Context: an optimization exercise on an open-source flow, tuned for small area, a short achievable clock period and few clock cycles per item. The choices shown serve that exercise and are no tape-out recipe.
The RTL was checked by simulation tests, not by an equivalence proof against the original design.
Power figures rest on the tool's default switching activity, not on a simulated workload.

### flow/design.v
`timescale 1ns / 1ps
package rrjs_pkg;
   localparam int MAX_JOBS_DEFAULT  = 16;
   localparam int TIME_BITS_DEFAULT = 16;
   localparam int SLOT_W  = 4;
   localparam int FIELD_W = 16;
   localparam int SLICE_W = 8;
   localparam int EVENT_W = 3;
   localparam logic [SLICE_W-1:0] SLICE_RESET = 8'd2;
   localparam logic [SLICE_W-1:0] SLICE_MAX   = 8'hFF;
   typedef enum logic [2:0] {
      PH_EMPTY = 3'd0,
      PH_READY = 3'd1,
      PH_RUN   = 3'd2,
      PH_IO    = 3'd3,
      PH_DONE  = 3'd4
   } phase_type;
   typedef enum logic [EVENT_W-1:0] {
      EV_ADMIT  = 3'd0,
      EV_REJECT = 3'd1,
      EV_IDLE   = 3'd2,
      EV_RAN    = 3'd3,
      EV_FINISH = 3'd4,
      EV_TOIO   = 3'd5,
      EV_EXPIRE = 3'd6
   } event_type;
   typedef struct packed {
      logic capture;
      logic arrive;
      logic io_step;
      logic run;
      logic count;
      logic publish;
   } cmd_type;
   typedef struct packed {
      logic req_valid;
      logic req_tick;
      logic io_more;
      logic rsp_busy;
   } status_type;
endpackage
`timescale 1ns / 1ps
import rrjs_pkg::*;
module round_robin_job_scheduler (
   input  logic        clock,
   input  logic        reset,
   input  logic        req_valid,
   output logic        req_ready,
   input  logic        req_action,
   input  logic [3:0]  req_arrive_job,
   input  logic [15:0] req_burst_length,
   input  logic [15:0] req_io_complete_mask,
   input  logic        req_needs_io,
   output logic        rsp_valid,
   input  logic        rsp_ready,
   output logic [2:0]  rsp_event_res,
   output logic [3:0]  rsp_job_slot,
   output logic [15:0] rsp_remaining_after,
   output logic [15:0] rsp_tick_now,
   output logic [15:0] rsp_first_start,
   output logic [15:0] rsp_finish_tick,
   output logic [15:0] rsp_running_ticks,
   output logic [15:0] rsp_ready_ticks,
   output logic [15:0] rsp_waiting_io_ticks,
   output logic        rsp_all_done,
   input  logic        csr_valid,
   output logic        csr_ready,
   input  logic [7:0]  csr_data
);
   localparam int NJ = 16;
   logic        iv_ff;
   logic        iact_ff;
   logic [3:0]  ijob_ff;
   logic [15:0] iburst_ff;
   logic [15:0] imask_ff;
   logic        iio_ff;
   logic        sv_ff;
   logic        sact_ff;
   logic [3:0]  sjob_ff;
   logic [15:0] sburst_ff;
   logic [15:0] smask_ff;
   logic        sio_ff;
   typedef struct packed {
      logic [2:0]    ev;
      logic [3:0]    slot;
      logic          done;
      logic [15:0]   tick;
      logic [15:0]   rem;
      logic [15:0]   run;
      logic [15:0]   rdy;
      logic [15:0]   iow;
      logic [15:0]   start;
   } res_t;
   logic rv_ff, kv_ff;
   res_t res_ff, skd_ff, res_nx;
   logic [15:0]   rem_ff   [NJ];
   logic [15:0]   start_ff [NJ];
   logic [15:0]   run_ff   [NJ];
   logic [15:0]   rdy_ff   [NJ];
   logic [15:0]   iow_ff   [NJ];
   logic [NJ-1:0] phr_ff, phi_ff, phd_ff;    
   logic [NJ-1:0] le1_ff;                    
   logic [NJ-1:0] new_ff;                    
   logic          cpend_ff;                  
   logic [3:0]    q_ff [NJ];
   logic [3:0]    qh_ff, qt_ff;
   logic [4:0]    qn_ff;
   logic [3:0]    hd_ff;        
   logic          le1h_ff;      
   logic          newh_ff;      
   logic          le1r_ff;      
   logic [3:0]    l_ff [NJ];
   logic [NJ-1:0] lv_ff;        
   logic          runv_ff;
   logic [3:0]    runs_ff;
   logic [3:0]    sq_ff;        
   logic [NJ-1:0] selq_ff;      
   logic [NJ-1:0] selqn_ff;     
   logic [7:0]    slice_ff;
   logic [7:0]    tsl_ff;
   logic          expr_ff;      
   logic          expd_ff;      
   logic [15:0]   tick_ff;      
   logic [4:0]    act_ff;       
   logic go, tick, last, qempty;
   assign tick   = iact_ff;
   assign go     = iv_ff && !kv_ff;
   assign qempty = (qn_ff == 5'd0);
   logic [15:0] r, fo, ge;
   logic        ret, more;
   logic [3:0]  ret_slot;
   assign r    = imask_ff & lv_ff;
   assign fo   = r & (~r + 16'd1);
   assign ge   = ~(fo - 16'd1);
   assign ret  = |r;
   assign more = |(r & (r - 16'd1));
   assign last = !(tick && ret && (more || (!runv_ff && qempty)));
   always_comb begin
      ret_slot = '0;
      for (int p = 0; p < NJ; p++) ret_slot |= fo[p] ? l_ff[p] : 4'd0;
   end
   logic          disp, have, fin, first, to_io, expire, leaves, exp_d, exp_r;
   logic [3:0]    s;
   logic [NJ-1:0] sel_s, sel_r, sel_a;
   logic [15:0]   rem_cur, run_cur, rdy_cur, iow_cur, start_cur, rem_new, run_new;
   logic [7:0]    slice_inc;
   always_comb begin
      for (int i = 0; i < NJ; i++) begin
         sel_r[i] = (ret_slot == 4'(i));
         sel_a[i] = (ijob_ff == 4'(i));
      end
   end
   assign disp      = !runv_ff && !qempty;
   assign have      = runv_ff || !qempty;
   assign s         = sq_ff;
   assign sel_s     = selq_ff;
   assign fin       = runv_ff ? le1r_ff : le1h_ff;
   assign first     = !runv_ff && newh_ff;
   always_comb begin
      rem_cur   = '0;
      run_cur   = '0;
      rdy_cur   = '0;
      iow_cur   = '0;
      start_cur = '0;
      for (int i = 0; i < NJ; i++) begin
         rem_cur   |= !selqn_ff[i] ? rem_ff[i] : 16'd0;
         run_cur   |= !selqn_ff[i] ? run_ff[i] : 16'd0;
         rdy_cur   |= sel_s[i] ? rdy_ff[i]   : 16'd0;
         iow_cur   |= sel_s[i] ? iow_ff[i]   : 16'd0;
         start_cur |= sel_s[i] ? start_ff[i] : 16'd0;
      end
   end
   assign rem_new   = rem_cur - 16'd1;           
   assign run_new   = run_cur + 16'd1;           
   assign slice_inc = (&slice_ff) ? slice_ff : slice_ff + 8'd1;
   assign exp_d     = expd_ff;
   assign exp_r     = expr_ff;
   logic [7:0] slice_nx, tsl_nx;
   always_comb begin
      if (reset)       slice_nx = 8'd0;
      else if (do_run) slice_nx = leaves ? 8'd0 : (runv_ff ? slice_inc : 8'd1);
      else             slice_nx = slice_ff;
      if (reset)          tsl_nx = SLICE_RESET;
      else if (csr_valid) tsl_nx = csr_data;
      else                tsl_nx = tsl_ff;
   end
   logic [7:0] slice_inc2, slice_ff1;
   logic       c_leave, c_disp, c_cont, c_hold, expr_nx;
   assign slice_inc2 = (&slice_inc) ? slice_inc : slice_inc + 8'd1;
   assign slice_ff1  = (&slice_ff) ? slice_ff : slice_ff + 8'd1;
   assign c_leave = (tsl_ff <= 8'd1);
   assign c_disp  = (tsl_ff <= 8'd2);
   assign c_cont  = (slice_inc2 >= tsl_ff);
   assign c_hold  = (slice_ff1 >= tsl_nx);
   always_comb begin
      if (reset || csr_valid) expr_nx = c_hold;
      else if (do_run)        expr_nx = leaves ? c_leave : (runv_ff ? c_cont : c_disp);
      else                    expr_nx = expr_ff;
   end
   always_ff @(posedge clock) begin
      slice_ff <= slice_nx;
      tsl_ff   <= tsl_nx;
      expr_ff  <= reset ? 1'b1 : expr_nx;
      expd_ff  <= (tsl_nx <= 8'd1);
   end
   assign to_io     = !fin && iio_ff;
   assign expire    = !fin && !iio_ff && (runv_ff ? exp_r : exp_d);
   assign leaves    = fin || to_io || expire;
   logic [1:0]  rdy_add;
   logic [16:0] rdy_sum;
   logic [15:0] rdy_rep, iow_rep;
   assign rdy_add = {1'b0, cpend_ff && !runv_ff} + {1'b0, expire};
   assign rdy_sum = {1'b0, rdy_cur} + {15'd0, rdy_add};
   assign rdy_rep = rdy_sum[16] ? 16'hFFFF : rdy_sum[15:0];
   assign iow_rep = (to_io && !(&iow_cur)) ? iow_cur + 16'd1 : iow_cur;
   logic admit;
   assign admit = (iburst_ff != 16'd0) && !(|(sel_a & (phr_ff | phi_ff | phd_ff)))
                  && !(runv_ff && runs_ff == ijob_ff);
   logic do_adm, do_ret, do_run, do_end, cnt, push1, push2, pop, app;
   logic [3:0] slot1;
   assign do_adm = go && !tick && admit;
   assign do_ret = go && tick && ret;
   assign cnt    = go && tick && last;
   assign do_run = cnt && have;
   assign do_end = go && last;
   assign push1  = do_adm || do_ret;
   assign slot1  = tick ? ret_slot : ijob_ff;
   assign push2  = do_run && expire;
   assign pop    = cnt && disp;
   assign app    = do_run && to_io;
   logic [15:0] now;
   assign now = tick_ff;
   logic [NJ-1:0] phr_nx, phi_nx;
   always_comb begin
      phr_nx = phr_ff;
      phi_nx = phi_ff;
      if (do_adm) phr_nx = phr_nx | sel_a;
      if (do_ret) begin
         phr_nx = phr_nx | sel_r;
         phi_nx = phi_nx & ~sel_r;
      end
      if (pop)    phr_nx = phr_nx & ~sel_s;
      if (push2)  phr_nx = phr_nx | sel_s;
      if (app)    phi_nx = phi_nx | sel_s;
   end
   logic [15:0] wd_rem, wd_run;
   logic        wd_le1;
   assign wd_rem = tick ? rem_new : iburst_ff;
   assign wd_run = tick ? run_new : 16'd0;
   assign wd_le1 = tick ? (rem_cur[15:2] == 14'd0 && rem_cur[1:0] != 2'd3)
                        : (iburst_ff[15:1] == 15'd0);
   for (genvar i = 0; i < NJ; i++) begin : g_slot
      logic        adm_i, wr_i;
      logic [16:0] cr, ci;
      logic [15:0] dr, di;
      assign adm_i = do_adm && sel_a[i];
      assign wr_i  = adm_i || (do_run && sel_s[i]);
      assign cr[0] = cpend_ff && phr_ff[i] && !(&rdy_ff[i]);
      assign ci[0] = cpend_ff && phi_ff[i] && !(&iow_ff[i]);
      for (genvar k = 0; k < 16; k++) begin : g_bit
         assign dr[k]   = (rdy_ff[i][k] ^ cr[k]) && !adm_i;
         assign cr[k+1] = cr[k] && rdy_ff[i][k];
         assign di[k]   = (iow_ff[i][k] ^ ci[k]) && !adm_i;
         assign ci[k+1] = ci[k] && iow_ff[i][k];
      end
      always_ff @(posedge clock) begin
         if (wr_i) begin
            rem_ff[i] <= wd_rem;
            run_ff[i] <= wd_run;
            le1_ff[i] <= wd_le1;
            new_ff[i] <= !tick;
         end
         if (do_run && sel_s[i] && first) start_ff[i] <= now;
         rdy_ff[i] <= dr;
         iow_ff[i] <= di;
      end
   end
   logic [3:0]    qt2, qh1, hd_nx, q_h1;
   logic [NJ-1:0] lv_rm, apos, hdoh_nx;
   logic          runv_nx;
   assign runv_nx = do_run ? !leaves : runv_ff;
   assign qt2  = qt_ff + {3'd0, push1};
   logic [4:0] qn_a, qn_a1;
   always_comb begin
      case ({push1, pop})
         2'b10:   begin qn_a = qn_ff + 5'd1; qn_a1 = qn_ff + 5'd2; end
         2'b01:   begin qn_a = qn_ff - 5'd1; qn_a1 = qn_ff;        end
         default: begin qn_a = qn_ff;        qn_a1 = qn_ff + 5'd1; end
      endcase
   end
   assign qh1  = qh_ff + 4'd1;
   assign q_h1 = q_ff[qh1];
   logic le1h_nx, newh_nx, le1_h1, new_h1, le1_ret;
   assign le1_h1  = le1_ff[q_h1];
   assign new_h1  = new_ff[q_h1];
   assign le1_ret = |(sel_r & le1_ff);
   always_comb begin
      if (pop ? (qn_ff >= 5'd2) : !qempty) begin
         hd_nx   = pop ? q_h1   : hd_ff;
         le1h_nx = pop ? le1_h1 : le1h_ff;
         newh_nx = pop ? new_h1 : newh_ff;
      end else if (push1) begin
         hd_nx   = slot1;
         le1h_nx = tick ? le1_ret : wd_le1;
         newh_nx = !tick;
      end else begin
         hd_nx   = s;
         le1h_nx = wd_le1;
         newh_nx = 1'b0;
      end
      for (int i = 0; i < NJ; i++) hdoh_nx[i] = (hd_nx == 4'(i));
   end
   assign lv_rm = do_ret ? {1'b0, lv_ff[NJ-1:1]} : lv_ff;
   assign apos  = ~lv_rm & {lv_rm[NJ-2:0], 1'b1};
   always_ff @(posedge clock) begin
      for (int i = 0; i < NJ; i++) begin
         if (push1 && qt_ff == 4'(i)) q_ff[i] <= slot1;
         if (push2 && qt2 == 4'(i))   q_ff[i] <= s;
      end
      for (int p = 0; p < NJ; p++) begin
         if (app && apos[p]) begin
            l_ff[p] <= s;
         end else if (do_ret && ge[p] && p < NJ - 1) begin
            l_ff[p] <= l_ff[(p < NJ - 1) ? p + 1 : p];
         end
      end
      hd_ff   <= hd_nx;
      sq_ff   <= runv_nx ? s : hd_nx;
      selq_ff <= runv_nx ? sel_s : hdoh_nx;
      selqn_ff <= ~(runv_nx ? sel_s : hdoh_nx);
      le1h_ff <= le1h_nx;
      newh_ff <= newh_nx;
      if (do_run) le1r_ff <= wd_le1;
   end
   logic [15:0] mask_cmp;
   always_comb begin
      for (int p = 0; p < NJ; p++) begin
         mask_cmp[p] = (ge[p] && p < NJ - 1) ? imask_ff[(p < NJ - 1) ? p + 1 : p] : imask_ff[p];
      end
   end
   logic acc, act0, act1, fin_run, ifree;
   assign ifree     = !iv_ff || (go && last);
   assign req_ready = !sv_ff;
   assign acc       = req_valid && !sv_ff;
   assign act0      = (act_ff == 5'd0);
   assign act1      = (act_ff == 5'd1);
   assign fin_run   = do_run && fin;
   always_ff @(posedge clock) begin
      if (reset) begin
         iv_ff    <= 1'b0;
         sv_ff    <= 1'b0;
         rv_ff    <= 1'b0;
         kv_ff    <= 1'b0;
         cpend_ff <= 1'b0;
         phr_ff   <= '0;
         phi_ff   <= '0;
         phd_ff   <= '0;
         qh_ff    <= '0;
         qt_ff    <= '0;
         qn_ff    <= '0;
         lv_ff    <= '0;
         runv_ff  <= 1'b0;
         runs_ff  <= '0;
         tick_ff  <= '0;
         act_ff   <= '0;
      end else begin
         if (ifree) begin
            iv_ff <= acc || sv_ff;
            sv_ff <= 1'b0;
         end else if (acc) begin
            sv_ff <= 1'b1;
         end
         if (kv_ff) begin
            if (rsp_ready) kv_ff <= 1'b0;
         end else if (do_end && rv_ff && !rsp_ready) begin
            kv_ff <= 1'b1;
         end
         rv_ff <= do_end || kv_ff || (rv_ff && !rsp_ready);
         cpend_ff <= cnt;
         phr_ff <= phr_nx;
         phi_ff <= phi_nx;
         if (fin_run) phd_ff <= phd_ff | sel_s;
         qt_ff <= qt_ff + {3'd0, push1} + {3'd0, push2};
         qh_ff <= qh_ff + {3'd0, pop};
         qn_ff <= push2 ? qn_a1 : qn_a;
         lv_ff <= app ? (lv_rm | apos) : lv_rm;
         if (do_run) begin
            runv_ff  <= !leaves;
            runs_ff  <= s;
         end
         if (cnt && !(&tick_ff)) tick_ff <= tick_ff + 16'd1;
         if (fin_run)     act_ff <= act_ff - 5'd1;
         else if (do_adm) act_ff <= act_ff + 5'd1;
      end
   end
   always_ff @(posedge clock) begin
      if (acc && !ifree) begin
         sact_ff   <= req_action;
         sjob_ff   <= req_arrive_job;
         sburst_ff <= req_burst_length;
         smask_ff  <= req_io_complete_mask;
         sio_ff    <= req_needs_io;
      end
      if (ifree && sv_ff) begin
         iact_ff   <= sact_ff;
         ijob_ff   <= sjob_ff;
         iburst_ff <= sburst_ff;
         imask_ff  <= smask_ff;
         iio_ff    <= sio_ff;
      end else if (ifree && acc) begin
         iact_ff   <= req_action;
         ijob_ff   <= req_arrive_job;
         iburst_ff <= req_burst_length;
         imask_ff  <= req_io_complete_mask;
         iio_ff    <= req_needs_io;
      end else if (do_ret && !last) begin
         imask_ff  <= mask_cmp;
      end
   end
   always_comb begin
      res_nx      = '0;
      res_nx.tick = now;
      if (!tick) begin
         res_nx.ev   = admit ? EV_ADMIT : EV_REJECT;
         res_nx.slot = ijob_ff;
         res_nx.rem  = admit ? iburst_ff : 16'd0;
         res_nx.done = act0 && !admit;
      end else begin
         res_nx.slot = have ? s : 4'd0;
         res_nx.start = !have ? 16'd0 : (first ? now : start_cur);
         res_nx.rem  = have ? rem_new : 16'd0;
         res_nx.run  = have ? run_new : 16'd0;
         res_nx.rdy  = have ? rdy_rep : 16'd0;
         res_nx.iow  = have ? iow_rep : 16'd0;
         res_nx.done = act0 || (act1 && have && fin);
         if (!have)       res_nx.ev = EV_IDLE;
         else if (fin)    res_nx.ev = EV_FINISH;
         else if (to_io)  res_nx.ev = EV_TOIO;
         else if (expire) res_nx.ev = EV_EXPIRE;
         else             res_nx.ev = EV_RAN;
      end
   end
   always_ff @(posedge clock) begin
      if (kv_ff) begin
         if (rsp_ready) begin
            res_ff      <= skd_ff;
            res_ff.tick <= res_ff.tick + {15'd0, (res_ff.ev >= EV_IDLE) && !(&res_ff.tick)};
         end
      end else if (do_end) begin
         if (rv_ff && !rsp_ready) skd_ff <= res_nx;
         else                     res_ff <= res_nx;
      end
   end
   assign rsp_valid            = rv_ff;
   assign rsp_event_res        = res_ff.ev;
   assign rsp_job_slot         = res_ff.slot;
   assign rsp_tick_now         = res_ff.tick;
   assign rsp_all_done         = res_ff.done;
   assign rsp_remaining_after  = res_ff.rem;
   assign rsp_first_start      = res_ff.start;
   assign rsp_finish_tick      = (res_ff.ev == EV_FINISH) ? res_ff.tick : 16'd0;
   assign rsp_running_ticks    = res_ff.run;
   assign rsp_ready_ticks      = res_ff.rdy;
   assign rsp_waiting_io_ticks = res_ff.iow;
   assign csr_ready            = 1'b1;
endmodule
### flow/flow/run.sh
#!/bin/bash
set -o pipefail
sed -E 's/SETUP_SLACK_MARGIN=[0-9.]+/SETUP_SLACK_MARGIN=6/' standard.sh > standard_m6.sh
grep -q 'SETUP_SLACK_MARGIN=6' standard_m6.sh || exit 1
bash standard_m6.sh > standard.log 2>&1
### flow/standard.sh
#!/bin/bash
# synth_recipe.tcl (not shown) runs the flow's synth.tcl, then flattens the netlist and writes it again
# the make line also repeats each setting of config.mk as NAME=value (left out here)
make -C /OpenROAD-flow-scripts/flow DESIGN_CONFIG=/design/flow/config.mk WORK_HOME=/design/flow/orfs CLKGATE_MAP_FILE= SYNTH_SCRIPT=/design/flow/synth_recipe.tcl "${@:-finish}"
### flow/config.mk
export PLATFORM = sky130hd
export DESIGN_NAME = round_robin_job_scheduler
export DESIGN_NICKNAME = round_robin_job_scheduler
export VERILOG_FILES = /design/flow/design.v
export SDC_FILE = /design/flow/constraint.sdc
export NUM_CORES = 4
export LEC_CHECK = 0
export CAP_MARGIN = 20
export CORE_MARGIN = 2
export CORE_UTILIZATION = 55
export CTS_CLUSTER_DIAMETER = 70
export CTS_CLUSTER_SIZE = 30
export PLACE_DENSITY = 0.7
export SETUP_SLACK_MARGIN = 5
export SLEW_MARGIN = 20
### flow/constraint.sdc
create_clock -name core_clock -period 10.0 [get_ports {clock}]
set_input_delay 2.0000 -clock core_clock [delete_from_list [all_inputs] [get_ports {clock}]]
set_output_delay 2.0000 -clock core_clock [all_outputs]
set_load 0.01 [all_outputs]
==> metrics.md, run 1 <==
| Metric | Value |
|---|---|
| #FFs+latches synth | `1877` |
| Area contributors post-synth | `edfxtp_1 44%, dfxtp_1 17%, ha_1 8.0%, nor2b_1 5.4%, a22oi_1 2.4%` |
| DRC Markers | `0` |
| Hold_buf cts | `0` |
| Worst path top cell family by delay | `buffers and inverters` |
| Die Y | `just under 400 um` |
| Synth unique cells | `97` |
| R2r startpoint | `iburst_ff[7]` |
| Total Routed Length | `253500 um` |
| Cell taking the most area after synthesis | `edfxtp_1` |
| Worst-case reg-to-reg path depth | `13` |
| CP endpoint kind | `output port` |
| Initial cell density of the core | `about 55%` |
| Net Switching | `6311 uW` |
| Max incr delay on CP | `around 0.46 ns` |
| TritonCTS clock tree | `yes` |
| Critical Path End | `rsp_finish_tick[13]` |
| Main synth FF type | `edfxtp_1` |
| Vias in the first global route | `approximately 54000` |
| Final hold violations | `0` |
| Largest net degree at the start of global routing | `75` |
| H-tree depth | `3` |
| EDFF count, synth | `approximately 1200` |
| FILL cells | `10630` |
| Max-cap viol count | `0` |
| Combinational share of power | `22.4%` |
| Final setup viols | `0` |
| Clock power share | `29.1%` |
| Reg2Reg Setup Slack | `5.97 ns` |
| Fin Clk Skew | `0.05050 ns` |
| Gpl congestion | `0.9324` |
| Yosys warns | `8` |
| Overall power | `19150 uW` |
| Mean post-synth cell area | `12.59 sq um` |
| Worst-skew pair later-pin latency | `about 0.8 ns` |
| Initial antenna violation count | `2` |
| Max-Slew Margin vs Limit | `25.36%` |
| Crit-path slowest cell | `edfxtp_1` |
| Peak supply drop | `around 0.17 mV` |
| Ys async rst share | `0%` |
| Syn Std Cell Area | `just over 80000 sq um` |
| Seq/Total Area, Yosys | `60.79%` |
| Crit path required time | `8.00 ns` |
| Via Count | `between 50000 and 60000` |
| PD cells | `197.7 nW/um^2` |
| Hold crit path type | `flip-flop to flip-flop` |
| Routed len/inst | `28.68 um` |
| Worst Setup SP | `res_ff[101]` |
| Leakage | `between 0.03 and 0.04 uW` |
| Post-DP HPWL | `159200 um` |
| CTS root buf | `clkbuf_16` |
| Fin area | `96870 sq um` |
| Setup WS pre-CTS | `4.050 ns` |
| Longest Clk Path Bufs | `3` |
| WP buf/inv | `4` |
| DRT antenna net count | `0` |
| Outcome | `finished clean` |
| Max FO, Critical Path | `8` |
| GRT overflow | `0` |
| Seq pwr share | `slightly below 50%` |
| Critical path type | `flip-flop to output port` |
| Critical Path AT | `2.05 ns` |
| Net Sw Frac | `32.96%` |
| Worst Hold Launch | `phd_ff[13]` |
| CP most frequent cell | `buf_6` |
| Final slew viol count | `0` |
| Nets | `7384` |
| Core area | `roughly 150000 sq um` |
| ANT cells | `0` |
| Setup WS post-layout | `5.949 ns` |
| Total negative slack | `0 ns` |
| Crit path time final | `approximately 4 ns` |
| Worst setup SP type | `flip-flop` |
| Worst path depth | `6` |
| First-pass GRT wire length | `361600 um` |
| Die width | `389.2 um` |
| Area share of the largest cell type after synthesis | `44.26%` |
| Cells after Synth | `between 6000 and 7000` |
| Area Overhead vs Synth | `18.69%` |
| Post-Place Cell Area | `85550 sq um` |
| Fraction of layout cells with a size suffix above 1 | `25.79%` |
| GRT Overall Usage | `roughly 32%` |
| Placement row count | `141` |
| Synthesized Nets | `between 7000 and 8000` |
| Unrepaired setup endpoints after global routing | `true` |
| Final period utilization | `40.51%` |
| Drt first pass iters | `8` |
| Clock tree sinks | `1877` |
| Port Buf Inserts | `172` |
| Slew @ Worst Pin | `1.117 ns` |
| Via density | `6.523` |
| Total die area | `about 150000 sq um` |
| Internal cell power | `between 10000 and 15000 uW` |
| RR Endpoint | `q_ff[8][3]` |
| Detailed router's first-iteration violation count | `approximately 6500` |
| CP Cell Sequence | `nor3b_4 -> buf_6 -> buf_6 -> buf_12 -> and2_1 -> buf_2` |
| TritonCTS Buffers | `114` |
| IO Pins | `174` |
| Clk slew on worst S/H paths | `0.09 ns` |
| Highest clock rate | `246.9 MHz` |
-- area by class of cell --
| type | instances | area (sq um) | share of cell area [%] |
|---|---|---|---|
| Tap cell | 1930 | 2415 | 2.493 |
| Timing Repair Buffer | 569 | 5250 | 5.420 |
| Inverter | 70 | 299.0 | 0.3087 |
| Timing Repair inverter | 2 | 16.27 | 0.01679 |
| Multi-Input combinational cell | 4176 | 34230 | 35.33 |
| Clock buffer | 118 | 2920 | 3.015 |
| Sequential cell | 1877 | 50340 | 51.97 |
| Clock inverter | 98 | 1403 | 1.448 |
-- cell families after synthesis --
| group | share of synthesized area (%) |
|---|---|
| flops | 60.79 |
| other cells | 0.004595 |
| fa+ha+maj | 8.051 |
| xor+xnor | 1.492 |
| mux | 2.713 |
| simple gates | 13.71 |
| buf+inv | 2.051 |
| compound gates | 11.19 |
-- sequential cells by signal (all words and copies together), names as in the netlist, 16 cells and up --
name	cells
smask_ff	16
run_ff	256
tick_ff	16
lv_ff	16
new_ff	16
start_ff	256
iburst_ff	16
sburst_ff	16
rdy_ff	256
imask_ff	16
q_ff	64
le1_ff	16
iow_ff	256
rem_ff	256
selq_ff	16
skd_ff	88
phr_ff	16
phd_ff	16
l_ff	64
phi_ff	16
res_ff	104
selqn_ff	16
-- worst min path at each step --
stage / end / slack (ns) / cells after the start
floorplan: l_ff[15][0] / 0.42 / 0
global placement: phd_ff[2] / 0.44 / 2
detailed placement: phd_ff[13] / 0.45 / 2
CTS: phd_ff[4] / 0.48 / 2
global route: phd_ff[2] / 0.50 / 2
finish: phd_ff[13] / 0.48 / 2
-- routing by layer --
metal / part of all wire (%) / track usage, % / routed length [um]
met3: 8.6 / 4.896 / 21860
met1: 41 / 45.15 / 104300
met4: 4.2 / 12.02 / 10600
met5: 0.013 / 0 / 34
met2: 46 / 50.33 / 116700
-- synthesized netlist by cell type (all sizes together) (8+ instances only) --
master,number
buf,61
mux2,152
nor3b,12
mux2i,39
and3,57
nor3,47
nand2b,25
nor2,400
a222oi,22
edfxtp,1203
a22oi,258
nor4,61
xnor2,99
nor2b,704
nand4,178
a2111o,28
ha,522
nand2,335
xor2,40
o22ai,19
dfxtp,674
a21oi,120
nor4b,8
and4,19
and2,54
or3,9
clkbuf,303
a22o,182
a2111oi,48
o21ai,198
a31oi,29
a21o,28
o31ai,40
a221o,12
a221oi,155
inv,63
or2,11
nand3,139
-- tightest hold or removal path, stage by stage (launching register included) --
cell and delay (ns):
dfxtp_1 0.34, a21oi_1 0.04, nor2_1 0.07
-- per-stage QoR --
stage	instances	hold slack [ns]	util, %
final	8840	0.4778	65.68
after floorplan	6481	0.4244	-
after global routing	8840	0.4993	65.68
after detailed placement	8351	0.4531	58.00
after CTS	8746	0.4768	63.20
after global placement	8350	0.4420	57.99
-- power by group through the flow --
stage / Clock [uW] / Sequential [uW] / Combinational, uW
final: 5570 / 9290 / 4290
after global routing: 5880 / 9300 / 4490
after CTS: 5620 / 9280 / 4080
after detailed placement: 0 / 9450 / 3870
after global placement: 0 / 9450 / 3810
after floorplan: 0 / 9280 / 2270
-- placed cells by master, fill, tap and decap left out, types with 36 or more instances in the layout --
cell type | synthesis | layout
nor2_1 | 395 | 355
ha_4 | 0 | 117
dfxtp_2 | 0 | 302
o21ai_1 | 44 | 44
nand3_1 | 139 | 132
clkbuf_16 | 0 | 117
inv_1 | 58 | 53
o31ai_1 | 40 | 38
nand4_1 | 178 | 178
a221oi_1 | 154 | 153
dfxtp_1 | 674 | 280
dfxtp_4 | 0 | 92
nand2_1 | 333 | 319
mux2i_1 | 39 | 38
mux2_2 | 67 | 70
ha_2 | 0 | 250
a22o_1 | 182 | 182
a21oi_1 | 120 | 115
nor3_1 | 44 | 36
ha_1 | 522 | 155
buf_4 | 2 | 333
mux2_1 | 85 | 78
nor2b_1 | 704 | 696
clkdlybuf4s50_1 | 0 | 153
edfxtp_1 | 1203 | 1203
a22oi_1 | 257 | 257
xnor2_1 | 99 | 77
o21ai_0 | 152 | 145
-- timing repair --
item | 4_1_cts | 5_1_grt
cloned | 9 | 3
endpoints found under the setup margin | 1859 | 1326
setup buffers | 170 | 91
pin swaps | 141 | 210
gates resized for setup | 721 | 764
Testbench counts, summed over its fixed seeds: cycles 6,267, items 6,000.
==> run 2: changes to the inputs <==
--- a/flow/config.mk
+++ b/flow/config.mk
@@ -7,3 +7,3 @@
 export LEC_CHECK = 0
-export CAP_MARGIN = 20
+export CAP_MARGIN = 30
 export CORE_MARGIN = 2
==> metrics.md, run 2 <==
| Metric | Value |
|---|---|
| Outcome | `finished clean` |
| Crit path time final | `4.128 ns (+0.07752 ns)` |
| Worst-skew pair later-pin latency | `0.80 ns (about the same)` |
| RR Endpoint | `le1h_ff` |
| Clock power share | `28.9% (-0.2 points)` |
| Final period utilization | `41.28% (+0.78 points)` |
| Internal cell power | `12810 uW (-0.22%)` |
| Cell taking the most area after synthesis | `edfxtp_1` |
| TritonCTS clock tree | `yes` |
| Vias in the first global route | `54390 (+0.048%)` |
| Peak supply drop | `0.1735 mV (+5.0%)` |
| DRC Markers | `0 (unchanged)` |
| Post-DP HPWL | `160000 um (+0.53%)` |
| Fin Clk Skew | `0.06037 ns (+0.009873 ns)` |
| Seq pwr share | `48.6% (about the same)` |
| Drt first pass iters | `9 (+1)` |
| Clk slew on worst S/H paths | `0.10 ns (about the same)` |
| Routed len/inst | `28.68 um (about the same)` |
| Longest Clk Path Bufs | `3 (unchanged)` |
| Ys async rst share | `0% (unchanged)` |
| CP endpoint kind | `output port` |
| Fraction of layout cells with a size suffix above 1 | `25.14% (-0.65 points)` |
| CTS root buf | `clkbuf_16` |
| GRT overflow | `0 (unchanged)` |
| CP most frequent cell | `buf_6` |
| Net Switching | `6322 uW (+0.18%)` |
| Core area | `147500 sq um (unchanged)` |
| Gpl congestion | `0.9324 (unchanged)` |
| Slew @ Worst Pin | `1.022 ns (-0.09535 ns)` |
| Final Util | `65.63% (about the same)` |
| Unrepaired setup endpoints after global routing | `true` |
| Area contributors post-synth | `edfxtp_1 44%, dfxtp_1 17%, ha_1 8.0%, nor2b_1 5.4%, a22oi_1 2.4%` |
| R2r startpoint | `selqn_ff[1]` |
| #FFs+latches synth | `1877 (unchanged)` |
| Total negative slack | `0 ns (unchanged)` |
| PD cells | `197.6 nW/um^2 (about the same)` |
| Worst setup SP type | `flip-flop` |
| Synth unique cells | `97 (unchanged)` |
| Most frequent cells in the layout | `1203 x edfxtp_1, 699 x nor2b_1, 356 x nor2_1` |
| DRT antenna net count | `0 (unchanged)` |
| TritonCTS Buffers | `114 (unchanged)` |
| Detailed router's first-iteration violation count | `6508 (-0.49%)` |
| Top-count cell post-synth | `edfxtp_1` |
| Area share of the largest cell type after synthesis | `44.26% (unchanged)` |
| Yosys warns | `8 (unchanged)` |
| Highest clock rate | `242.2 MHz (-1.9%)` |
| Crit-path slowest cell | `edfxtp_1` |
| Total Routed Length | `253900 um (+0.15%)` |
| Largest net degree at the start of global routing | `75 (unchanged)` |
| Max-cap viol count | `0 (unchanged)` |
| FILL cells | `10610 (-0.15%)` |
| Via density | `6.532 (+0.14%)` |
| Via Count | `57820 (+0.26%)` |
| H-tree depth | `3 (unchanged)` |
| Worst path depth | `6 (unchanged)` |
| EDFF count, synth | `1203 (unchanged)` |
| Syn Std Cell Area | `81620 sq um (unchanged)` |
| Combinational share of power | `22.6% (+0.2 points)` |
| Area Overhead vs Synth | `18.60% (about the same)` |
| Placement row count | `141 (unchanged)` |
| Max incr delay on CP | `0.46 ns (about the same)` |
| Mean post-synth cell area | `12.59 sq um (unchanged)` |
| ANT cells | `0 (unchanged)` |
| Worst Setup SP | `res_ff[101]` |
| Hold crit path type | `flip-flop to flip-flop` |
| Port Buf Inserts | `172 (unchanged)` |
| Max-Slew Margin vs Limit | `31.79% (+6.4 points)` |
| Initial cell density of the core | `55.34% (unchanged)` |
| Initial antenna violation count | `2 (unchanged)` |
| Nets | `7395 (+0.15%)` |
| IO Pins | `174 (unchanged)` |
| Critical Path AT | `2.13 ns (+0.08 ns)` |
| Worst path top cell family by delay | `buffers and inverters` |
| Most common cell after layout, fill and taps aside | `edfxtp_1` |
| Max FO, Critical Path | `6 (-2)` |
| Final hold violations | `0 (unchanged)` |
| WP buf/inv | `4 (unchanged)` |
| First-pass GRT wire length | `362300 um (+0.18%)` |
| Net Sw Frac | `33.05% (+0.088 points)` |
| Reg2Reg Setup Slack | `5.97 ns (about the same)` |
| Final setup viols | `0 (unchanged)` |
| Die Y | `389.2 um (unchanged)` |
| Clock tree sinks | `1877 (unchanged)` |
| CP Cell Sequence | `nor3b_4 -> buf_4 -> buf_6 -> buf_6 -> and2_1 -> buf_2` |
| Leakage | `0.03550 uW (-0.32%)` |
| GRT Overall Usage | `32.09% (+0.046 points)` |
| Cells after Synth | `6481 (unchanged)` |
| Worst-case reg-to-reg path depth | `13 (unchanged)` |
| Synthesized Nets | `7055 (unchanged)` |
| Total die area | `151500 sq um (unchanged)` |
| Post-synth top cells | `1203 x edfxtp_1, 704 x nor2b_1, 674 x dfxtp_1` |
| Hold_buf cts | `0 (unchanged)` |
| Seq/Total Area, Yosys | `60.79% (unchanged)` |
| Critical Path End | `rsp_finish_tick[13]` |
| Crit path required time | `8.00 ns (about the same)` |
| Final slew viol count | `0 (unchanged)` |
| Critical path type | `flip-flop to output port` |
| Main synth FF type | `edfxtp_1` |
| Die width | `389.2 um (unchanged)` |
[run 2: how the worst min path moves through the flow]
stage,from,to,slack [ns],depth (start not counted)
floorplan,sq_ff[0],l_ff[15][0],0.42,0
global placement,phd_ff[2],phd_ff[2],0.44,2
detailed placement,phd_ff[2],phd_ff[2],0.45,2
CTS,phd_ff[2],phd_ff[2],0.48,2
global route,phd_ff[4],phd_ff[4],0.49,2
finish,phd_ff[13],phd_ff[13],0.48,2
[run 2: worst register-to-register path, cell delays in order (launching register included)]
cell and delay (ns):
dfxtp_1 0.32, buf_4 0.25, inv_1 0.13, buf_4 0.28, a22o_1 0.28, a221oi_1 0.35
nand4_1 0.27, or2_2 0.39, or4_1 0.42, o32ai_2 0.24, buf_6 0.17, a21bo_1 0.15
a2111oi_2 0.05, nor3_1 0.45
[run 2: timing repair]
item,4_1_cts,5_1_grt
resized for setup,713,693
pin swaps,134,209
setup buffers,159,98
setup endpoints to repair,1893,1348
gates cloned,5,2
[run 2: final cells by class]
cell class,instances,area [sq um],share of cell area [%]
repair buffers,584,5370,5.548
well taps,1930,2415,2.495
flip-flops and latches,1877,50300,51.96
clock buffers,120,2928,3.025
multi-input cells,4174,34160,35.28
clock inverters,96,1326,1.370
inverters,70,305.3,0.3154
[run 2: cells by family after synthesis]
group	count (synthesis)	share of synthesized area (%)
flops	1877	60.79
mux	196	2.713
other cells	1	0.004595
xor+xnor	139	1.492
simple gates	2087	13.71
fa+ha+maj	525	8.051
compound gates	1222	11.19
buf+inv	434	2.051
[run 2: per-layer routing]
layer  up-vias  part of all wire (%)  track usage, %
li1      25230                     -               -
met1     28880                    41           45.62
met2      3127                    46           49.87
met3       579                   8.9           4.624
met4         4                   4.5           12.66
met5         -                 0.011               0
[run 2: power by group through the flow]
stage	logic (uW)	clock network (uW)	registers (uW)
after global placement	3810	0	9450
after floorplan	2270	0	9280
after global routing	4530	5830	9300
final	4320	5520	9290
after CTS	4100	5560	9270
after detailed placement	3890	0	9450
[run 2: per-stage QoR]
| step | setup slack, ns | area (sq um) | hold slack (ns) | total power, uW | instances |
|---|---|---|---|---|---|
| after floorplan | 5.298 | 81770 | 0.4244 | 11550 | 6481 |
| after detailed placement | 4.524 | 85750 | 0.4543 | 13340 | 8366 |
| after global placement | 4.198 | 85530 | 0.4420 | 13260 | 8350 |
| after global routing | 5.784 | 96800 | 0.4903 | 19650 | 8851 |
| final | 5.872 | 96800 | 0.4757 | 19130 | 8851 |
| after CTS | 5.832 | 93210 | 0.4763 | 18930 | 8746 |
==> run 3: changes to the inputs <==
--- a/flow/config.mk
+++ b/flow/config.mk
@@ -9,6 +9,6 @@
 export CORE_MARGIN = 2
-export CORE_UTILIZATION = 55
+export CORE_UTILIZATION = 62
 export CTS_CLUSTER_DIAMETER = 70
 export CTS_CLUSTER_SIZE = 30
-export PLACE_DENSITY = 0.7
+export PLACE_DENSITY = 0.75
 export SETUP_SLACK_MARGIN = 5
==> metrics.md, run 3 <==
| Metric | Value |
|---|---|
| Cell taking the most area after synthesis | `edfxtp_1` |
| Fraction of layout cells with a size suffix above 1 | `24.20% (-0.94 points)` |
| Vias in the first global route | `54660 (+0.50%)` |
| GRT Overall Usage | `34.78% (+2.7 points)` |
| TritonCTS clock tree | `yes` |
| Finished Layout Cells | `8658 (-2.2%)` |
| Worst-skew pair later-pin latency | `0.79 ns (about the same)` |
| Busiest grt layer | `met2` |
| Synth unique cells | `97 (unchanged)` |
| Worst Hold Launch | `phd_ff[0]` |
| Longest Clk Path Bufs | `3 (unchanged)` |
| Critical path type | `flip-flop to output port` |
| Hold path cells | `2 (unchanged)` |
| Top-count cell post-synth | `edfxtp_1` |
| Most frequent cells in the layout | `1203 x edfxtp_1, 700 x nor2b_1, 356 x nor2_1` |
| H-tree depth | `3 (unchanged)` |
| Via Count | `58030 (+0.36%)` |
| Yosys warns | `8 (unchanged)` |
| Detailed router's first-iteration violation count | `7975 (+23%)` |
| Final slew viol count | `0 (unchanged)` |
| DRT antenna net count | `0 (unchanged)` |
| First-pass GRT wire length | `351500 um (-3.0%)` |
| Slew @ Worst Pin | `1.025 ns (+0.002643 ns)` |
| Reg2Reg Setup Slack | `6.02 ns (+0.05 ns)` |
| Die width | `366.8 um (-5.8%)` |
| Highest clock rate | `246.0 MHz (+1.6%)` |
| Overall power | `18770 uW (-1.9%)` |
| RR Endpoint | `q_ff[8][1]` |
| Drt first pass iters | `7 (-2)` |
| IO Pins | `174 (unchanged)` |
| Seq/Total Area, Yosys | `60.79% (unchanged)` |
| TritonCTS Buffers | `110 (-3.5%)` |
| Most common cell after layout, fill and taps aside | `edfxtp_1` |
| Post-DP HPWL | `154800 um (-3.3%)` |
| Core area | `131100 sq um (-11%)` |
| Crit path time final | `4.065 ns (-0.06307 ns)` |
| Syn Std Cell Area | `81620 sq um (unchanged)` |
| Ys async rst share | `0% (unchanged)` |
| Combinational share of power | `22.1% (-0.5 points)` |
| R2r startpoint | `ijob_ff[2]` |
| Clk slew on worst S/H paths | `0.10 ns (about the same)` |
| Outcome | `finished clean` |
| Area contributors post-synth | `edfxtp_1 44%, dfxtp_1 17%, ha_1 8.0%, nor2b_1 5.4%, a22oi_1 2.4%` |
| Met3 GRT Util | `5.932% (+1.3 points)` |
| Post-synth top cells | `1203 x edfxtp_1, 704 x nor2b_1, 674 x dfxtp_1` |
| Mean post-synth cell area | `12.59 sq um (unchanged)` |
| Hold_buf cts | `0 (unchanged)` |
| Worst setup SP type | `flip-flop` |
| Via density | `6.702 (+2.6%)` |
| Cells after DPL | `8191 (-2.1%)` |
| Clock power share | `28.8% (about the same)` |
| M1 GR Usage | `47.30% (+1.7 points)` |
| Post-Place Cell Area | `85520 sq um (-0.27%)` |
| Worst-case reg-to-reg path depth | `15 (+2)` |
| Area share of the largest cell type after synthesis | `44.26% (unchanged)` |
| Unrepaired setup endpoints after global routing | `true` |
| Final hold violations | `0 (unchanged)` |
| Seq pwr share | `49.1% (+0.5 points)` |
| Max-cap viol count | `0 (unchanged)` |
| Net Sw Frac | `32.60% (-0.45 points)` |
| EDFF count, synth | `1203 (unchanged)` |
| Total die area | `134600 sq um (-11%)` |
| Synthesized Nets | `7055 (unchanged)` |
| Critical Path AT | `2.07 ns (-0.06 ns)` |
| GRT overflow | `0 (unchanged)` |
| Placement row count | `133 (-5.7%)` |
| CP endpoint kind | `output port` |
| Area Overhead vs Synth | `16.69%` |
| Max FO, Critical Path | `3 (-3)` |
| DRC Markers | `0 (unchanged)` |
| Initial antenna violation count | `4 (+2)` |
| CTS root buf | `clkbuf_16` |
| Fin area | `95240 sq um (-1.6%)` |
| Routed len/inst | `28.20 um (-1.7%)` |
| Leakage | `0.03554 uW (+0.11%)` |
| Hold crit path type | `flip-flop to flip-flop` |
| Crit path required time | `8.00 ns (about the same)` |
| Clock tree sinks | `1877 (unchanged)` |
| Main synth FF type | `edfxtp_1` |
| Total negative slack | `0 ns (unchanged)` |
| Met2 usage | `54.83% (+5.0 points)` |
| Fin Clk Skew | `0.05157 ns (-0.008798 ns)` |
| Internal cell power | `12650 uW (-1.2%)` |
| Port Buf Inserts | `172 (unchanged)` |
| Final period utilization | `40.65% (-0.63 points)` |
| Gpl congestion | `0.9427 (+1.1%)` |
| Peak supply drop | `0.2352 mV (+36%)` |
| Die Y | `366.8 um (-5.8%)` |
| Net Switching | `6120 uW (-3.2%)` |
| Hold Path Sink | `phd_ff[0]` |
| Largest net degree at the start of global routing | `85 (+13%)` |
| #FFs+latches synth | `1877 (unchanged)` |
| Cells after Synth | `6481 (unchanged)` |
| PD cells | `197.1 nW/um^2 (-0.26%)` |
| Nets | `7383 (-0.16%)` |
| Max-Slew Margin vs Limit | `31.60% (-0.20 points)` |
| Initial cell density of the core | `62.24% (+6.9 points)` |
| Total Routed Length | `244200 um (-3.8%)` |
| Final setup viols | `0 (unchanged)` |
| Final Util | `72.63% (+7.0 points)` |
## run 3: cell types whose count changed in the layout (fill, tap and decap cells not counted), sizes merged
| cell | previous run | this run |
|---|---|---|
| buf | 423 | 414 |
| clkinv | 32 | 38 |
| clkinvlp | 13 | 7 |
| inv | 118 | 112 |
| clkbuf | 124 | 120 |
| and3 | 57 | 58 |
| bufbuf | 2 | 1 |
| clkdlybuf4s15 | 1 | 0 |
| clkdlybuf4s18 | 0 | 1 |
| diode | 0 | 1 |
## run 3: per-layer routing
metal	vias to the layer above	routed length [um]
li1	25210	-
met1	28710	95080
met2	3432	112500
met3	669	23670
met4	2	12960
met5	-	13
## run 3: worst max-delay path, stage by stage (launching register included)
cell	delay [ns]
edfxtp_1	0.45
nor3b_4	0.32
buf_2	0.20
buf_6	0.10
and2_4	0.13
buf_6	0.09
## run 3: how the worst max path moves through the flow
| stage | startpoint | end | slack [ns] | cells past startpoint |
|---|---|---|---|---|
| floorplan | rsp_ready | skd_ff[0] | 5.30 | 2 |
| global placement | ijob_ff[3] | run_ff[7][13] | 4.92 | 9 |
| detailed placement | imask_ff[7] | rem_ff[14][15] | 4.97 | 12 |
| CTS | res_ff[102] | rsp_finish_tick[6] | 5.92 | 5 |
| global route | res_ff[101] | rsp_finish_tick[2] | 5.86 | 5 |
| finish | res_ff[101] | rsp_finish_tick[1] | 5.93 | 5 |
## run 3: cells by family (layout without fill, tap and decap cells)
group	Yosys count	after routing	synth area share [%]
other	1	2	0.004595
xor gates and xnor gates	139	139	1.492
and+or+nand+nor	2087	2092	13.71
AOI/OAI and AO/OA	1222	1222	11.19
DFF	1877	1877	60.79
muxes	196	196	2.713
adders and majority gates	525	525	8.051
buffers and inverters	434	850	2.051
## run 3: what timing repair did
action	in CTS	in global routing
setup buffers	118	126
setup endpoints to repair	1852	1437
resized for setup	583	639
cloned	6	3
pin swaps	105	176
hold endpoints to repair	0	0
## run 3: power by group through the flow
stage / registers, uW / logic, uW / clock network [uW]
after global routing: 9230 / 4350 / 5720
after CTS: 9210 / 3880 / 5450
after floorplan: 9280 / 2270 / 0
after global placement: 9380 / 3690 / 0
final: 9210 / 4140 / 5410
after detailed placement: 9390 / 3770 / 0
## run 3: metrics by stage
step                      setup WS, ns  hold WS, ns
after floorplan                  5.298       0.4244
after global placement           4.921       0.4360
after detailed placement         4.969       0.4478
after CTS                        5.919       0.4783
after global routing             5.863       0.4951
final                            5.935       0.4794
## run 3: final cells by class
cell class | instances | area [sq um]
Timing Repair Buffer | 574 | 5265
Clock inverter | 89 | 1296
Inverter | 70 | 310.3
Fill cell | 8680 | 35890
Clock buffer | 116 | 2838
Timing Repair inverter | 1 | 8.758
Multi-Input combinational cell | 4175 | 33030
Sequential cell | 1877 | 50290
Antenna cell | 1 | 2.502
Tap cell | 1755 | 2196
==> run 4: changes to the inputs <==
--- a/flow/config.mk
+++ b/flow/config.mk
@@ -9,6 +9,6 @@
 export CORE_MARGIN = 2
-export CORE_UTILIZATION = 62
+export CORE_UTILIZATION = 68
 export CTS_CLUSTER_DIAMETER = 70
 export CTS_CLUSTER_SIZE = 30
-export PLACE_DENSITY = 0.75
+export PLACE_DENSITY = 0.8
 export SETUP_SLACK_MARGIN = 5
==> metrics.md, run 4 <==
| Metric | Value |
|---|---|
| Outcome | `finished clean` |
| Total negative slack | `0 ns (unchanged)` |
| Placement row count | `127 (-4.5%)` |
| GRT overflow | `0 (unchanged)` |
| Critical Path AT | `2.16 ns (+0.09 ns)` |
| Initial cell density of the core | `68.30% (+6.1 points)` |
| Mean post-synth cell area | `12.59 sq um (unchanged)` |
| Cells after Synth | `6481 (unchanged)` |
| Area share of the largest cell type after synthesis | `44.26% (unchanged)` |
| Critical path type | `flip-flop to output port` |
| Final hold violations | `0 (unchanged)` |
| Fin Clk Skew | `0.03479 ns (-0.01678 ns)` |
| Seq/Total Area, Yosys | `60.79% (unchanged)` |
| #FFs+latches synth | `1877 (unchanged)` |
| Post-Place Cell Area | `85240 sq um (-0.32%)` |
| Worst setup SP type | `flip-flop` |
| CTS root buf | `clkbuf_16` |
| Fin area | `95980 sq um (+0.78%)` |
| Drt first pass iters | `10 (+3)` |
| Highest Signal Layer | `met4` |
| GRT Overall Usage | `38.28% (+3.5 points)` |
| Most common cell after layout, fill and taps aside | `edfxtp_1` |
| EDFF count, synth | `1203 (unchanged)` |
| Max incr delay on CP | `0.44 ns (about the same)` |
| Area Overhead vs Synth | `17.60%` |
| Ys async rst share | `0% (unchanged)` |
| Metal-1 WL | `90780 um (-4.5%)` |
| FILL cells | `6593 (-24%)` |
| IO Pins | `174 (unchanged)` |
| Final setup viols | `0 (unchanged)` |
| ANT cells | `0 (-1)` |
| Final slew viol count | `0 (unchanged)` |
| Unrepaired setup endpoints after global routing | `true` |
| Hold_ws | `0.4855 ns (+0.006062 ns)` |
| Detailed router's first-iteration violation count | `8556 (+7.3%)` |
| Die width | `350.4 um (-4.5%)` |
| Largest net degree at the start of global routing | `72 (-15%)` |
| CP most frequent cell | `buf_6` |
| Worst-skew pair later-pin latency | `0.76 ns (-0.03 ns)` |
| Cell taking the most area after synthesis | `edfxtp_1` |
| Area contributors post-synth | `edfxtp_1 44%, dfxtp_1 17%, ha_1 8.0%, nor2b_1 5.4%, a22oi_1 2.4%` |
| TritonCTS clock tree | `yes` |
| DR WL met2 | `113800 um (+1.2%)` |
| Clk slew on worst S/H paths | `0.11 ns (about the same)` |
| Max-cap viol count | `0 (unchanged)` |
| Synthesized Nets | `7055 (unchanged)` |
| Total die area | `122800 sq um (-8.7%)` |
| Leakage | `0.03556 uW (about the same)` |
| Main synth FF type | `edfxtp_1` |
| Clock tree sinks | `1877 (unchanged)` |
| Nets | `7405 (+0.30%)` |
| Crit path required time | `8.00 ns (about the same)` |
| Final period utilization | `41.56% (+0.91 points)` |
| Initial antenna violation count | `0 (-4)` |
| Yosys warns | `8 (unchanged)` |
| PD cells | `194.0 nW/um^2 (-1.6%)` |
| Final Util | `80.32% (+7.7 points)` |
| Top-count cell post-synth | `edfxtp_1` |
| CP Cell Sequence | `nor3b_2 -> buf_4 -> buf_6 -> buf_6 -> buf_6 -> and2_4 -> buf_6` |
| Worst path top cell family by delay | `buffers and inverters` |
| Crit-path slowest cell | `edfxtp_1` |
| Synth unique cells | `97 (unchanged)` |
| Highest clock rate | `240.6 MHz (-2.2%)` |
| First-pass GRT wire length | `350700 um (-0.21%)` |
| Routed len/inst | `29.13 um (+3.3%)` |
| Max-Slew Margin vs Limit | `26.83% (-4.8 points)` |
| Longest Clk Path Bufs | `3 (unchanged)` |
| Fraction of layout cells with a size suffix above 1 | `25.21% (+1.0 points)` |
| Die Y | `350.4 um (-4.5%)` |
| Crit path time final | `4.156 ns (+0.09092 ns)` |
| Slew @ Worst Pin | `1.098 ns (+0.07289 ns)` |
| Total Routed Length | `248500 um (+1.8%)` |
| Syn Std Cell Area | `81620 sq um (unchanged)` |
| Max FO, Critical Path | `5 (+2)` |
| DRC Markers | `0 (unchanged)` |
| Via density | `6.914 (+3.2%)` |
| Port Buf Inserts | `172 (unchanged)` |
| Hold crit path type | `flip-flop to flip-flop` |
| Core area | `119500 sq um (-8.9%)` |
| Metal3 WL | `28420 um (+20%)` |
| H-tree depth | `3 (unchanged)` |
| Post-synth top cells | `1203 x edfxtp_1, 704 x nor2b_1, 674 x dfxtp_1` |
| Vias in the first global route | `55540 (+1.6%)` |
| DRT antenna net count | `0 (unchanged)` |
| Gpl congestion | `0.9604 (+1.9%)` |
| Via Count | `58970 (+1.6%)` |
| CP endpoint kind | `output port` |
| Post-DP HPWL | `151500 um (-2.1%)` |
| Peak supply drop | `0.1814 mV (-23%)` |
| WP buf/inv | `5 (+2)` |
| Most frequent cells in the layout | `1203 x edfxtp_1, 699 x nor2b_1, 357 x nor2_1` |
| TritonCTS Buffers | `103 (-6.4%)` |
-- run 4: cell types whose count changed in the layout (fill, tap and decap cells not counted), sizes merged --
cell,previous run,this run
inv,112,105
nor2,404,401
clkbuf,120,121
diode,1,0
bufinv,3,1
buf,414,442
clkdlybuf4s18,1,0
a21o,28,29
clkinv,38,36
-- run 4: where the power goes --
group / switching [uW] / internal (uW) / leakage [uW]
logic: 2890 / 1310 / 0.0170
registers: 295 / 9000 / 0.0167
clock network: 2950 / 2180 / 0.00183
-- run 4: metrics by stage --
step / worst slack [ns] / total power (uW) / std cells
after global placement: 4.764 / 13030 / 8028
after floorplan: 5.298 / 11550 / 6481
after CTS: 5.867 / 18260 / 8367
final: 5.844 / 18620 / 8529
after detailed placement: 4.872 / 13140 / 8039
after global routing: 5.780 / 19070 / 8529
-- run 4: final cells by class --
class | count | area (sq um) | share of cell area [%]
repair buffers | 605 | 5695 | 5.934
inverters | 70 | 336.6 | 0.3507
flip-flops and latches | 1877 | 50370 | 52.48
clock inverters | 78 | 1104 | 1.150
well taps | 1612 | 2017 | 2.101
multi-input cells | 4173 | 33740 | 35.15
repair inverters | 1 | 8.758 | 0.009125
clock buffers | 113 | 2710 | 2.824
-- run 4: worst reg2reg max path: stages, from the launching register on --
cell	delay, ns
edfxtp_1	0.54
buf_4	0.23
nor2b_2	0.24
o311ai_0	0.18
o31ai_1	0.10
o21ai_0	0.24
o2111a_2	0.29
buf_12	0.14
o21ai_4	0.17
inv_4	0.07
ha_4	0.18
ha_4	0.17
xor2_4	0.19
nand2b_4	0.18
or4_4	0.59
mux2_1	0.35
-- run 4: layer usage --
metal	track usage, %	up-vias
li1	-	25240
met1	51.09	28620
met2	60.21	4220
met3	7.067	884
met4	19.90	0
met5	0	-
-- run 4: cell families after synthesis --
logic type | after synthesis | synth area share, %
simple gates | 2087 | 13.71
flops | 1877 | 60.79
compound gates | 1222 | 11.19
fa+ha+maj | 525 | 8.051
buf+inv | 434 | 2.051
mux | 196 | 2.713
xor+xnor | 139 | 1.492
other cells | 1 | 0.004595
-- run 4: what timing repair did --
item                        CTS  global route
setup endpoints to repair  1857          1469
hold buffers                  0             0
gates resized for setup     623           785
buffers inserted            134           154
pin swaps                    99           196
cloned                        3             4
-- run 4: path summary, 6_finish.rpt --
check | start | endpoint | slack [ns] | cells past startpoint
worst max-delay path | res_ff[101] | rsp_finish_tick[10] | 5.84 | 7
worst min-delay path | phd_ff[5] | phd_ff[5] | 0.49 | 2
worst max register to register | ijob_ff[2] | q_ff[8][0] | 5.89 | 15
worst min register to register | phd_ff[5] | phd_ff[5] | 0.49 | 2
==> run 5: changes to the inputs <==
==> flow/run.sh (new file) <==
#!/bin/bash
# synth_recipe.tcl (not shown) runs the flow's synth.tcl, then flattens the netlist and writes it again
# the make line also repeats each setting of config.mk as NAME=value (left out here)
make -C /OpenROAD-flow-scripts/flow DESIGN_CONFIG=/design/flow/config.mk WORK_HOME=/design/flow/orfs CLKGATE_MAP_FILE= SYNTH_SCRIPT=/design/flow/synth_recipe.tcl finish
--- a/flow/config.mk
+++ b/flow/config.mk
@@ -9,6 +9,6 @@
 export CORE_MARGIN = 2
-export CORE_UTILIZATION = 68
+export CORE_UTILIZATION = 55
 export CTS_CLUSTER_DIAMETER = 70
 export CTS_CLUSTER_SIZE = 30
-export PLACE_DENSITY = 0.8
+export PLACE_DENSITY = 0.7
 export SETUP_SLACK_MARGIN = 5
removed: flow/flow/run.sh
removed: flow/standard.sh
==> metrics.md, run 5 <==
| Metric | Value |
|---|---|
| #FFs+latches synth | `1877 (unchanged)` |
| R2r startpoint | `iow_ff[5][1]` |
| Final slew viol count | `0 (unchanged)` |
| EDFF count, synth | `1203 (unchanged)` |
| Gpl congestion | `0.9949 (+3.6%)` |
| TritonCTS clock tree | `yes` |
| Max incr delay on CP | `0.54 ns (+0.10 ns)` |
| Critical Path AT | `2.79 ns (+0.63 ns)` |
| Fin Clk Skew | `0.04982 ns (+0.01503 ns)` |
| Initial cell density of the core | `55.34% (-13 points)` |
| Most common cell after layout, fill and taps aside | `edfxtp_1` |
| First-pass GRT wire length | `351000 um (about the same)` |
| DRT antenna net count | `0 (unchanged)` |
| IO Pins | `174 (unchanged)` |
| Top-count cell post-synth | `edfxtp_1` |
| Clock tree sinks | `1877 (unchanged)` |
| Die width | `389.2 um (+11%)` |
| Final Util | `61.18% (-19 points)` |
| Cell taking the most area after synthesis | `edfxtp_1` |
| Outcome | `finished clean` |
| Crit-path slowest cell | `nor3b_1` |
| Seq/Total Area, Yosys | `60.79% (unchanged)` |
| GRT overflow | `0 (unchanged)` |
| Synthesized Nets | `7055 (unchanged)` |
| Initial antenna violation count | `4 (+4)` |
| Cells after DPL | `8365 (+4.1%)` |
| Worst Hold Launch | `runs_ff[2]` |
| Detailed router's first-iteration violation count | `7237 (-15%)` |
| CP endpoint kind | `output port` |
| DRC Markers | `0 (unchanged)` |
| Max FO, Critical Path | `11 (+6)` |
| Highest clock rate | `208.8 MHz (-13%)` |
| PD cells | `203.9 nW/um^2 (+5.1%)` |
| Total negative slack | `0 ns (unchanged)` |
| Routed len/inst | `27.84 um (-4.5%)` |
| Area share of the largest cell type after synthesis | `44.26% (unchanged)` |
| CTS root buf | `clkbuf_16` |
| Synth unique cells | `97 (unchanged)` |
| Syn Std Cell Area | `81620 sq um (unchanged)` |
| Via Count | `55980 (-5.1%)` |
| Leakage | `0.03453 uW (-2.9%)` |
| Final setup viols | `0 (unchanged)` |
| Area contributors post-synth | `edfxtp_1 44%, dfxtp_1 17%, ha_1 8.0%, nor2b_1 5.4%, a22oi_1 2.4%` |
| Max-cap viol count | `0 (unchanged)` |
| GRT Overall Usage | `30.97% (-7.3 points)` |
| Port Buf Inserts | `172 (unchanged)` |
| Worst Setup SP | `res_ff[103]` |
| Most frequent cells in the layout | `1203 x edfxtp_1, 703 x nor2b_1, 655 x dfxtp_1` |
| Main synth FF type | `edfxtp_1` |
| Hold crit path type | `flip-flop to flip-flop` |
| Slew @ Worst Pin | `1.059 ns (-0.03815 ns)` |
| Hold_buf cts | `0 (unchanged)` |
| Post-DP HPWL | `159100 um (+5.0%)` |
| Largest net degree at the start of global routing | `95 (+32%)` |
| Mean post-synth cell area | `12.59 sq um (unchanged)` |
| CP Cell Sequence | `nor3b_1 -> buf_2 -> and2_1 -> clkdlybuf4s50_1` |
| Finished Layout Cells | `8598 (+0.81%)` |
| Die Y | `389.2 um (+11%)` |
| Ys async rst share | `0% (unchanged)` |
| Via density | `6.511 (-5.8%)` |
| Drt first pass iters | `9 (-1)` |
| Nets | `7149 (-3.5%)` |
| Area Overhead vs Synth | `10.55%` |
| Vias in the first global route | `53010 (-4.5%)` |
| Placement row count | `141 (+11%)` |
| Final hold violations | `0 (unchanged)` |
| Overall power | `18400 uW (-1.2%)` |
| Critical path type | `flip-flop to output port` |
| Yosys warns | `8 (unchanged)` |
| Worst setup SP type | `flip-flop` |
| Clk slew on worst S/H paths | `0.09 ns (-0.02 ns)` |
| Final period utilization | `47.89% (+6.3 points)` |
| Crit path required time | `8.00 ns (about the same)` |
| Total Routed Length | `239300 um (-3.7%)` |
| Cells after Synth | `6481 (unchanged)` |
| TritonCTS Buffers | `107 (+3.9%)` |
| Crit path time final | `4.789 ns (+0.6334 ns)` |
| Hold_ws | `0.4717 ns (-0.01374 ns)` |
| Longest Clk Path Bufs | `3 (unchanged)` |
| Worst-skew pair later-pin latency | `0.79 ns (+0.03 ns)` |
| Fraction of layout cells with a size suffix above 1 | `8.325% (-17 points)` |
| Max-Slew Margin vs Limit | `29.23% (+2.4 points)` |
| Post-synth top cells | `1203 x edfxtp_1, 704 x nor2b_1, 674 x dfxtp_1` |
| H-tree depth | `3 (unchanged)` |
| Core area | `147500 sq um (+23%)` |
| Peak supply drop | `0.1984 mV (+9.4%)` |
| Total die area | `151500 sq um (+23%)` |
| Unrepaired setup endpoints after global routing | `true` |
[run 5: repair_timing]
action	CTS	global route
gates resized for setup	7	28
pin swaps	1	2
setup buffers	8	6
setup endpoints to repair	718	961
[run 5: power by group]
group / internal (uW) / switching (uW)
Clock: 2280 / 2890
Combinational: 1150 / 2730
Sequential: 9010 / 340
[run 5: metal layers]
layer	share of wire [%]	GRT usage (%)	wire, um
met1	41	43.59	98740
met5	0.015	0	35
met2	46	49.00	109000
met3	9.1	4.858	21790
met4	4.1	10.71	9730
[run 5: worst max-delay path, delay by kind of cell, from the launching register on]
kind	cells	cell delay, ns
buffers and inverters	2	0.83
flip-flops	1	0.51
AND/OR/NAND/NOR	2	0.68
[run 5: area by class of cell]
class / count / area, sq um
fill: 11510 / 57260
clock inverter: 79 / 1094
sequential: 1877 / 49640
clock buffer: 122 / 2799
antenna: 1 / 2.502
inverter: 70 / 266.5
multi-input combinational: 4170 / 30560
timing repair buffer: 349 / 3447
tap: 1930 / 2415
[run 5: path summary, 6_finish.rpt]
kind / slack (ns) / to / depth (start not counted)
max: 5.21 / rsp_finish_tick[6] / 4
min: 0.47 / runs_ff[2] / 2
max reg2reg: 5.22 / iow_ff[5][14] / 19
min reg2reg: 0.47 / runs_ff[2] / 2
[run 5: kinds of logic (layout without fill, tap and decap cells)]
logic type / Yosys count / after routing / synth area share [%]
DFF: 1877 / 1877 / 60.79
muxes: 196 / 196 / 2.713
buffers and inverters: 434 / 620 / 2.051
AOI/OAI and AO/OA: 1222 / 1222 / 11.19
adders and majority gates: 525 / 525 / 8.051
and+or+nand+nor: 2087 / 2087 / 13.71
other: 1 / 2 / 0.004595
xor gates and xnor gates: 139 / 139 / 1.492
[run 5: stage by stage]
stage               setup WS, ns  cell area (sq um)
finish                     5.211              90230
global route               4.959              90230
CTS                        5.020              89750
detailed placement         4.697              85770
global placement           4.331              85490
floorplan                  5.298              81640

-- static timing again, ports no longer ideal --
How much do the figures lean on ideal ports? The routed layouts below were timed once more, with nothing changed but the port constraints.
Step 1 sets driving cells, clkbuf_16 on the clock port and buf_2 on the other inputs (assumed; they add their load-dependent delay and slew).
Step 2 adds t to the input delays and takes it off the output delays; t is the mean of the earliest and latest rising clock arrival at the registers after step 1. Input paths then give back, and output paths get back, about the clock's delay inside the block.
a / b / c = ideal / step 1 / step 2; a / b = the first two.
run	t (ns)	setup slack, ns	worst setup path at the end	worst register clock-pin slew, ns	worst slew at a driven data input, ns
run 1	0.861	5.949 / 5.861 / 5.511	input to register	0.12 / 0.12	0.08
run 2	0.859	5.872 / 5.786 / 5.477	input to register	0.12 / 0.12	0.08
run 3	0.849	5.935 / 5.854 / 5.540	input to register	0.11 / 0.11	0.07
run 4	0.832	5.844 / 5.762 / 5.351	input to register	0.11 / 0.11	0.06
run 5	0.847	5.211 / 5.125 / 4.816	input to register	0.11 / 0.11	0.08
After both steps setup and hold are still met in every run listed. For run 4, which loses most, drivers alone change the setup slack by -0.082 ns; drivers and shift together by -0.493 ns.
